Context: an optimization exercise on an open-source flow, tuned for small area. The choices shown serve that exercise and are no tape-out recipe. Where RTL was checked, it was by simulation tests only, not by an equivalence proof against the original. Power and IR drop assume default switching activity.

Design video_ctrl, start of the top module:
module video_ctrl (
    input  logic        clk,
    input  logic        reset_n,
    input  vid_pkg::cmd_t        cmd_in,
    input  logic [31:0] addr_data_in,
    output logic        req,
    output logic [31:0] req_addr,
    output logic        hsync,
    output logic        vsync,
    output logic        hblank,
    output logic        vblank,
    output logic [7:0]  red,
    output logic [7:0]  green,
    output logic [7:0]  blue,
    output logic        underrun
);
For scale: about 640 flip-flops, about 26000 um^2 of cells after synthesis.
export LEC_CHECK = 0
export CAP_MARGIN = 0
export CORE_MARGIN = 2
export CORE_UTILIZATION = 60
export SLEW_MARGIN = 0
create_clock -name core_clock -period 5.0 [get_ports {clk}]
standard.sh (not shown) runs the stock make flow with config.mk's settings and CLKGATE_MAP_FILE= SYNTH_SCRIPT=/design/flow/synth_recipe.tcl, a recipe that flattens the netlist after the stock synthesis.
==> flow/flow/run.sh <==
#!/bin/bash
# Standard ORFS layout (the standard.sh) with these changes:
# - an area-oriented ABC mapping script (flow/abc.script) in place of the speed one,
# - the smallest buffer (buf_1) on the I/O ports,
# - a clock tree of clkbuf_8 with larger sink clusters and no dummy loads,
# - power (area) recovery after global routing, followed by a design repair
#   pass so that the downsizing leaves no slew or capacitance violations.
# All tool output goes to standard.log here; ORFS also keeps its per-step logs
# under orfs/logs.
set -euo pipefail
S=$PWD/scripts_mod
rm -rf "$S"
cp -r "$FLOW_HOME/scripts" "$S"
cp flow/abc.script "$S/abc_speed.script"
python3 flow/grt_patch.py "$S/global_route.tcl"
bash standard.sh SCRIPTS_DIR="$S" \
  "BUFFER_PORTS_ARGS=-buffer_cell sky130_fd_sc_hd__buf_1" \
  "CTS_ARGS=-sink_clustering_enable -repair_clock_nets -dont_use_dummy_load -buf_list sky130_fd_sc_hd__clkbuf_8 -sink_clustering_size 16 -sink_clustering_max_diameter 100" \
  RECOVER_POWER=100 finish > standard.log 2>&1
==> flow/flow/abc.script <==
strash
ifraig
scorr
dc2
strash
dch -f
&get -n
&nf -p -F 8 -A 4 -D 4500
&put
topo
==> flow/flow/grt_patch.py <==
import sys
p = sys.argv[1]
s = open(p).read()
old = "  recover_power_helper\n"
new = """  recover_power_helper
  if { $::env(RECOVER_POWER) != 0 } {
    # Downsizing can leave slew or capacitance violations: repair them
    repair_design_helper
    log_cmd detailed_placement
  }
"""
assert s.count(old) == 1
open(p, 'w').write(s.replace(old, new))
The starting point finished clean.
==> next run, changes <==
==> flow/flow/run.sh (replaced) <==
#!/bin/bash
# Standard ORFS layout with three changes: an area-oriented ABC mapping script
# the smallest buffer on the I/O ports, and a clock tree with larger sink
# clusters and no dummy loads.
set -euo pipefail
S=$PWD/scripts_mod
rm -rf "$S"
cp -r "$FLOW_HOME/scripts" "$S"
cp flow/abc.script "$S/abc_speed.script"
bash standard.sh SCRIPTS_DIR="$S" \
  "BUFFER_PORTS_ARGS=-buffer_cell sky130_fd_sc_hd__buf_1" \
  "CTS_ARGS=-sink_clustering_enable -repair_clock_nets -dont_use_dummy_load -buf_list sky130_fd_sc_hd__clkbuf_8 -sink_clustering_size 16 -sink_clustering_max_diameter 100" \
  finish > standard.log 2>&1
removed: flow/flow/grt_patch.py
After rerunning:
- setup slack improves by 0.036 ns
- first-iteration DRC count decreases by 2.8%
- cell area is about the same
No functional check of the RTL was part of any run of this note.


Setup of before:
video_ctrl, a different RTL version from the one above (not shown whole).
Size: roughly 640 flip-flops, roughly 99 I/O pins, about 26000 um2 of cells after synthesis.
Design video_ctrl, start of the top module:
module video_ctrl (
    input  logic        clk,
    input  logic        reset_n,
    input  vid_pkg::cmd_t        cmd_in,
    input  logic [31:0] addr_data_in,
    output logic        req,
    output logic [31:0] req_addr,
    output logic        hsync,
    output logic        vsync,
    output logic        hblank,
    output logic        vblank,
    output logic [7:0]  red,
    output logic [7:0]  green,
    output logic [7:0]  blue,
    output logic        underrun
);
export LEC_CHECK = 0
export CAP_MARGIN = 0
export CORE_MARGIN = 2
export CORE_UTILIZATION = 60
export SLEW_MARGIN = 0
create_clock -name core_clock -period 5.0 [get_ports {clk}]
==> flow/flow/run.sh <==
#!/bin/bash
# Standard ORFS layout with three changes: an area-oriented ABC mapping script,
# the smallest buffer on the I/O ports, and a clock tree with larger sink
# clusters and no dummy loads.
set -euo pipefail
S=$PWD/scripts_mod
rm -rf "$S"
cp -r "$FLOW_HOME/scripts" "$S"
cp flow/abc.script "$S/abc_speed.script"
bash standard.sh SCRIPTS_DIR="$S" \
  "BUFFER_PORTS_ARGS=-buffer_cell sky130_fd_sc_hd__buf_1" \
  "CTS_ARGS=-sink_clustering_enable -repair_clock_nets -dont_use_dummy_load -buf_list sky130_fd_sc_hd__clkbuf_8 -sink_clustering_size 16 -sink_clustering_max_diameter 100" \
  finish > standard.log 2>&1
Scripts as last shown in full above: flow/flow/abc.script
before reached the final stage; the timing, DRC and antenna checks on its layout passed.
[inputs] after vs before
Settings: a change of CAP_MARGIN from 0 to 20; a change of SLEW_MARGIN from 0 to 20.
==> flow/flow/abc.script <==
strash
ifraig
scorr
dc2
strash
dch -f
map -D 4500
topo
buffer -c
upsize -c
dnsize -c
==> comparison <==
- From before to after the numbers moved as follows: sum of routed wire length over all layers shows an increase of 3.2%, flip-flop and latch count stayed essentially flat, floorplan row count rose 1.3%.
- The startpoint of the worst setup timing path comes out pixel_fifo_inst.rd_j[3] in one run and pixel_fifo_inst.rd_j[5] in the other, namely in before and after respectively.


video_ctrl again, from the RTL that the note above started with.
==> flow/config.mk <==
export PLATFORM = sky130hd
export DESIGN_NAME = video_ctrl
export DESIGN_NICKNAME = video_ctrl
export VERILOG_FILES = /design/flow/design.v
export SDC_FILE = /design/flow/constraint.sdc
export NUM_CORES = 4
export LEC_CHECK = 0
export CAP_MARGIN = 0
export CORE_MARGIN = 2
export CORE_UTILIZATION = 60
export SLEW_MARGIN = 0
==> flow/constraint.sdc <==
create_clock -name core_clock -period 5.0 [get_ports {clk}]
set_input_delay 1.0000 -clock core_clock [delete_from_list [all_inputs] [get_ports {clk}]]
set_output_delay 1.0000 -clock core_clock [all_outputs]
set_load 0.01 [all_outputs]
==> flow/flow/abc.script <==
strash
ifraig
scorr
dc2
strash
dch -f
&get -n
&nf -p -F 8 -A 4 -D 4500
&put
topo
buffer -c
upsize -c
dnsize -c
Scripts as last shown in full above: flow/flow/run.sh
Change:
--- a/flow/flow/run.sh
+++ b/flow/flow/run.sh
@@ -2,3 +2,8 @@
-# Standard ORFS layout with three changes: an area-oriented ABC mapping script,
-# the smallest buffer on the I/O ports, and a clock tree with larger sink
-# clusters and no dummy loads.
+# Standard ORFS layout (the standard.sh) with these changes:
+# - an area-oriented ABC mapping script (flow/abc.script) in place of the speed one,
+# - the smallest buffer (buf_1) on the I/O ports,
+# - a clock tree of clkbuf_8 with larger sink clusters and no dummy loads,
+# - power (area) recovery after global routing, followed by a design repair
+#   pass so that the downsizing leaves no slew or capacitance violations.
+# All tool output goes to standard.log here; ORFS also keeps its per-step logs
+# under orfs/logs.
@@ -9,0 +15,2 @@
+python3 flow/grt_patch.py "$S/global_route.tcl"
+python3 flow/rsz_patch.py "$S/resize.tcl"
@@ -13 +20 @@
-  finish > standard.log 2>&1
+  RECOVER_POWER=100 finish > standard.log 2>&1
==> flow/flow/abc.script (replaced) <==
strash
ifraig
scorr
dc2
strash
dch -f
&get -n
&nf -p -F 8 -A 4 -D 4500
&put
topo
==> flow/flow/grt_patch.py (new file) <==
import sys
p = sys.argv[1]
s = open(p).read()
old = "  recover_power_helper\n"
new = """  recover_power_helper
  if { $::env(RECOVER_POWER) != 0 } {
    # Downsizing can leave slew or capacitance violations: repair them
    repair_design_helper
    log_cmd detailed_placement
  }
"""
assert s.count(old) == 1
open(p, 'w').write(s.replace(old, new))
==> flow/flow/rsz_patch.py (new file) <==
import sys
p = sys.argv[1]
s = open(p).read()
old = "repair_design_helper\n"
new = """repair_design_helper
if { $::env(RECOVER_POWER) != 0 } {
  # Downsize gates that timing does not need, then repair slew and capacitance
  recover_power_helper
  repair_design_helper
}
"""
assert s.count(old) == 1
open(p, 'w').write(s.replace(old, new))
After rerunning: The new run completed, yet does not pass: max-capacitance violations, max-slew violations. Worst setup slack got worse by 0.0078 ns. Wire length goes down by 1.1%. Global-route usage is about the same.
Change:
==> flow/flow/run.sh (replaced) <==
#!/bin/bash
# Standard ORFS layout with three changes: an area-oriented ABC mapping script,
# the smallest buffer on the I/O ports, and a clock tree with larger sink
# clusters and no dummy loads.
set -euo pipefail
S=$PWD/scripts_mod
rm -rf "$S"
cp -r "$FLOW_HOME/scripts" "$S"
cp flow/abc.script "$S/abc_speed.script"
bash standard.sh SCRIPTS_DIR="$S" \
  "BUFFER_PORTS_ARGS=-buffer_cell sky130_fd_sc_hd__buf_1" \
  "CTS_ARGS=-sink_clustering_enable -repair_clock_nets -dont_use_dummy_load -buf_list sky130_fd_sc_hd__clkbuf_8 -sink_clustering_size 16 -sink_clustering_max_diameter 100" \
  finish > standard.log 2>&1
==> flow/flow/abc.script (replaced) <==
strash
ifraig
scorr
dc2
strash
dch -f
&get -n
&nf -p -F 8 -A 4 -R 1000
&put
topo
buffer -c
upsize -c
dnsize -c
removed: flow/flow/grt_patch.py
removed: flow/flow/rsz_patch.py
After rerunning: This time the run ran to the end with no violations. Worst hold slack is worse by 0.059 ns. Via count is about the same. Final cell count rose by 1.6%. Register-to-register slack is worse by 0.05 ns. Design area rose by 1.1%. Count of clock-buffer cells in the layout stays the same. Non-clock buffer count fell by 1. Global-route usage rose by 0.10 points.
Change:
--- a/flow/flow/run.sh
+++ b/flow/flow/run.sh
@@ -2 +2 @@
-# Standard ORFS layout with three changes: an area-oriented ABC mapping script,
+# Standard ORFS layout with three changes: an area-oriented ABC mapping script
==> flow/flow/abc.script (replaced) <==
strash
ifraig
scorr
dc2
strash
dch -f
&get -n
&nf -p -F 8 -A 4 -D 4500
&put
topo
Result: Worst setup slack improved by 0.046 ns. Cell area came out lower slightly. Routed wire length drops by a few percent. First-iteration DRC count is higher by a few percent. Cell count fell slightly. Die area shrinks slightly. Flip-flop and latch count does not change. Total power drops slightly.


## run 1
video_ctrl again, from the RTL that the note above started with.
export LEC_CHECK = 0
export CAP_MARGIN = 0
export CORE_MARGIN = 2
export CORE_UTILIZATION = 65
export SLEW_MARGIN = 0
create_clock -name core_clock -period 5.0 [get_ports {clk}]
==> flow/flow/run.sh <==
#!/bin/bash
# Standard ORFS layout with three changes: an area-oriented ABC mapping script
# the smallest buffer on the I/O ports, and a clock tree with larger sink
# clusters and no dummy loads.
set -euo pipefail
S=$PWD/scripts_mod
rm -rf "$S"
cp -r "$FLOW_HOME/scripts" "$S"
cp flow/abc.script "$S/abc_speed.script"
bash standard.sh SCRIPTS_DIR="$S" \
  "BUFFER_PORTS_ARGS=-buffer_cell sky130_fd_sc_hd__buf_1" \
  "CTS_ARGS=-sink_clustering_enable -repair_clock_nets -dont_use_dummy_load -buf_list sky130_fd_sc_hd__clkbuf_8 -sink_clustering_size 16 -sink_clustering_max_diameter 100" \
  finish > standard.log 2>&1
==> flow/flow/abc.script <==
strash
ifraig
scorr
dc2
strash
dch -f
&get -n
&nf -p -F 8 -A 4 -D 4500
&put
topo
Run 1: all stages complete, timing, DRC and antenna checks passed
Changes in run 2 relative to run 1:
# run 1
export LEC_CHECK = 0
export CAP_MARGIN = 0
export CORE_MARGIN = 2
export CORE_UTILIZATION = 65
export SLEW_MARGIN = 0
create_clock -name core_clock -period 5.0 [get_ports {clk}]
# run 2
export LEC_CHECK = 0
export CAP_MARGIN = 0
export CORE_MARGIN = 2
export CORE_UTILIZATION = 60
export SLEW_MARGIN = 0
create_clock -name core_clock -period 5.0 [get_ports {clk}]
--- a/flow/flow/run.sh
+++ b/flow/flow/run.sh
@@ -1,3 +1,3 @@
 #!/bin/bash
-# Standard ORFS layout with three changes: an area-oriented ABC mapping script
+# Standard ORFS layout with three changes: an area-oriented ABC mapping script,
 # the smallest buffer on the I/O ports, and a clock tree with larger sink
==> flow/flow/abc.script <==
strash
ifraig
scorr
dc2
resub -K 6
rewrite -z
resub -K 8
refactor -z
resub -K 10
rewrite -z
dc2
strash
dch -f
map -D 4500
topo
buffer -c
upsize -c
dnsize -c
==> comparison <==
- STATUS run=run 2 STAGES=ALL_DONE FINAL_CHECKS=FAILED CAUSE=setup timing
- Changes observed in run 2 relative to run 1: via count rose 1096; clock transition at the register clock pins on the worst setup and hold paths after CTS about even; xor-xnor portion of the synthesized cell area fell 1.3 points; combined buffer and inverter count along the critical path rose 2; number of cells upsized or downsized after cts rose 4.
- Diff run 1 -> run 2 | non-clock buffer instance count of the final layout | increase of 19
- [compare] base=run 1 new=run 2: post-place instance area went up; worst setup slack after layout dropped 0.41 ns; share of cell area taken by flip-flops and latches went down by 1.3 points; total number of tap cells climbed 67.
Input-level comparison between run 3 and run 2:
==> flow/flow/run.sh <==
#!/bin/bash
# Standard ORFS layout (the standard.sh) with these changes:
# - an area-oriented ABC mapping script (flow/abc.script) in place of the speed one,
# - the smallest buffer (buf_1) on the I/O ports,
# - a clock tree of clkbuf_8 with larger sink clusters and no dummy loads,
# - power (area) recovery after global routing, followed by a design repair
#   pass so that the downsizing leaves no slew or capacitance violations.
# All tool output goes to standard.log here; ORFS also keeps its per-step logs
# under orfs/logs.
set -euo pipefail
S=$PWD/scripts_mod
rm -rf "$S"
cp -r "$FLOW_HOME/scripts" "$S"
cp flow/abc.script "$S/abc_speed.script"
python3 flow/grt_patch.py "$S/global_route.tcl"
bash standard.sh SCRIPTS_DIR="$S" \
  "BUFFER_PORTS_ARGS=-buffer_cell sky130_fd_sc_hd__buf_1" \
  "CTS_ARGS=-sink_clustering_enable -repair_clock_nets -dont_use_dummy_load -buf_list sky130_fd_sc_hd__clkbuf_8 -sink_clustering_size 16 -sink_clustering_max_diameter 100" \
  RECOVER_POWER=100 finish > standard.log 2>&1
==> flow/flow/abc.script <==
strash
ifraig
scorr
dc2
strash
dch -f
&get -n
&nf -p -F 8 -A 4 -D 4500
&put
topo
==> flow/flow/grt_patch.py (new file) <==
import sys
p = sys.argv[1]
s = open(p).read()
old = "  recover_power_helper\n"
new = """  recover_power_helper
  if { $::env(RECOVER_POWER) != 0 } {
    # Downsizing can leave slew or capacitance violations: repair them
    repair_design_helper
    log_cmd detailed_placement
  }
"""
assert s.count(old) == 1
open(p, 'w').write(s.replace(old, new))
--- outcome ---
Run 3 ended with every stage complete and zero timing, DRC or antenna violations.
Global-route met1 utilization was higher in the run labelled run 3.
Time the final worst path needs with I/O delays and setup: run 3 < run 2
Comparing hold slack for run 3 and run 2, the smaller number came from run 2.
Relative to run 3, the following input files were edited for run 4:
==> flow/flow/run.sh <==
#!/bin/bash
# Standard ORFS layout with three changes: an area-oriented ABC mapping script,
# the smallest buffer on the I/O ports, and a clock tree with larger sink
# clusters and no dummy loads.
set -euo pipefail
S=$PWD/scripts_mod
rm -rf "$S"
cp -r "$FLOW_HOME/scripts" "$S"
cp flow/abc.script "$S/abc_speed.script"
bash standard.sh SCRIPTS_DIR="$S" \
  "BUFFER_PORTS_ARGS=-buffer_cell sky130_fd_sc_hd__buf_1" \
  "CTS_ARGS=-sink_clustering_enable -repair_clock_nets -dont_use_dummy_load -buf_list sky130_fd_sc_hd__clkbuf_8 -sink_clustering_size 16 -sink_clustering_max_diameter 100" \
  finish > standard.log 2>&1
==> flow/flow/abc.script <==
strash
ifraig
scorr
dc2
strash
dch -f
map -D 4500
topo
buffer -c
upsize -c
dnsize -c
removed: flow/flow/grt_patch.py
### Flow results
Looking at switching portion of total power, run 4 sits below run 3. Comparing run 3 and run 4, the lower xor/xnor share of the synthesized area was measured on run 4. Run 4 vs. run 3: final cell count rose 339; later-pin clock latency in the skew report fell 0.03 ns; routed wire length rose about 4%. Run 4 vs run 3 on combinational fraction of design power: run 4 is the lower one. Run 3 fits on a die that is smaller than the die of run 4. Compared with run 3, run 4 shows worst setup slack higher by 0.15 ns. Of run 3 and run 4, the lower count of buffers not belonging to the clock network in the layout belongs to run 4.

-- what the ideal ports hide --
The flow's constraints put no driver on any port. The routed layouts listed below were extracted and timed again, unchanged, in two steps.
Step 1 (the two cells are an assumption about what drives the block):
set clk [get_ports {clk}]
set_driving_cell -lib_cell sky130_fd_sc_hd__clkbuf_16 $clk
set_driving_cell -lib_cell sky130_fd_sc_hd__buf_2 [delete_from_list [all_inputs] $clk]
Step 2 adds t to the input delays and takes it off the output delays; t is the mean of the earliest and latest rising clock arrival at the registers after step 1. Input paths then give back, and output paths get back, about the clock's delay inside the block.
Three values: no drivers, after step 1, after step 2; two values: the first two.
run	t (ns)	slack for setup (ns)	pins driven straight from the clock port
the first run of note 1	0.703	0.280 / 0.280 / 0.280	1
the second run of note 1	0.698	0.317 / 0.317 / 0.317	1
before	0.707	0.375 / 0.375 / 0.375	1
after	0.708	0.520 / 0.520 / 0.520	1
the first run of note 3	0.709	0.391 / 0.391 / 0.391	1
the second run of note 3	0.684	0.383 / 0.383 / 0.383	1
the third run of note 3	0.697	0.330 / 0.330 / 0.330	1
the fourth run of note 3	0.707	0.375 / 0.375 / 0.375	1
run 1	0.702	0.360 / 0.360 / 0.360	1
run 2	0.708	-0.055 / -0.055 / -0.055	1
run 3	0.708	0.363 / 0.363 / 0.363	1
run 4	0.696	0.508 / 0.508 / 0.508	1
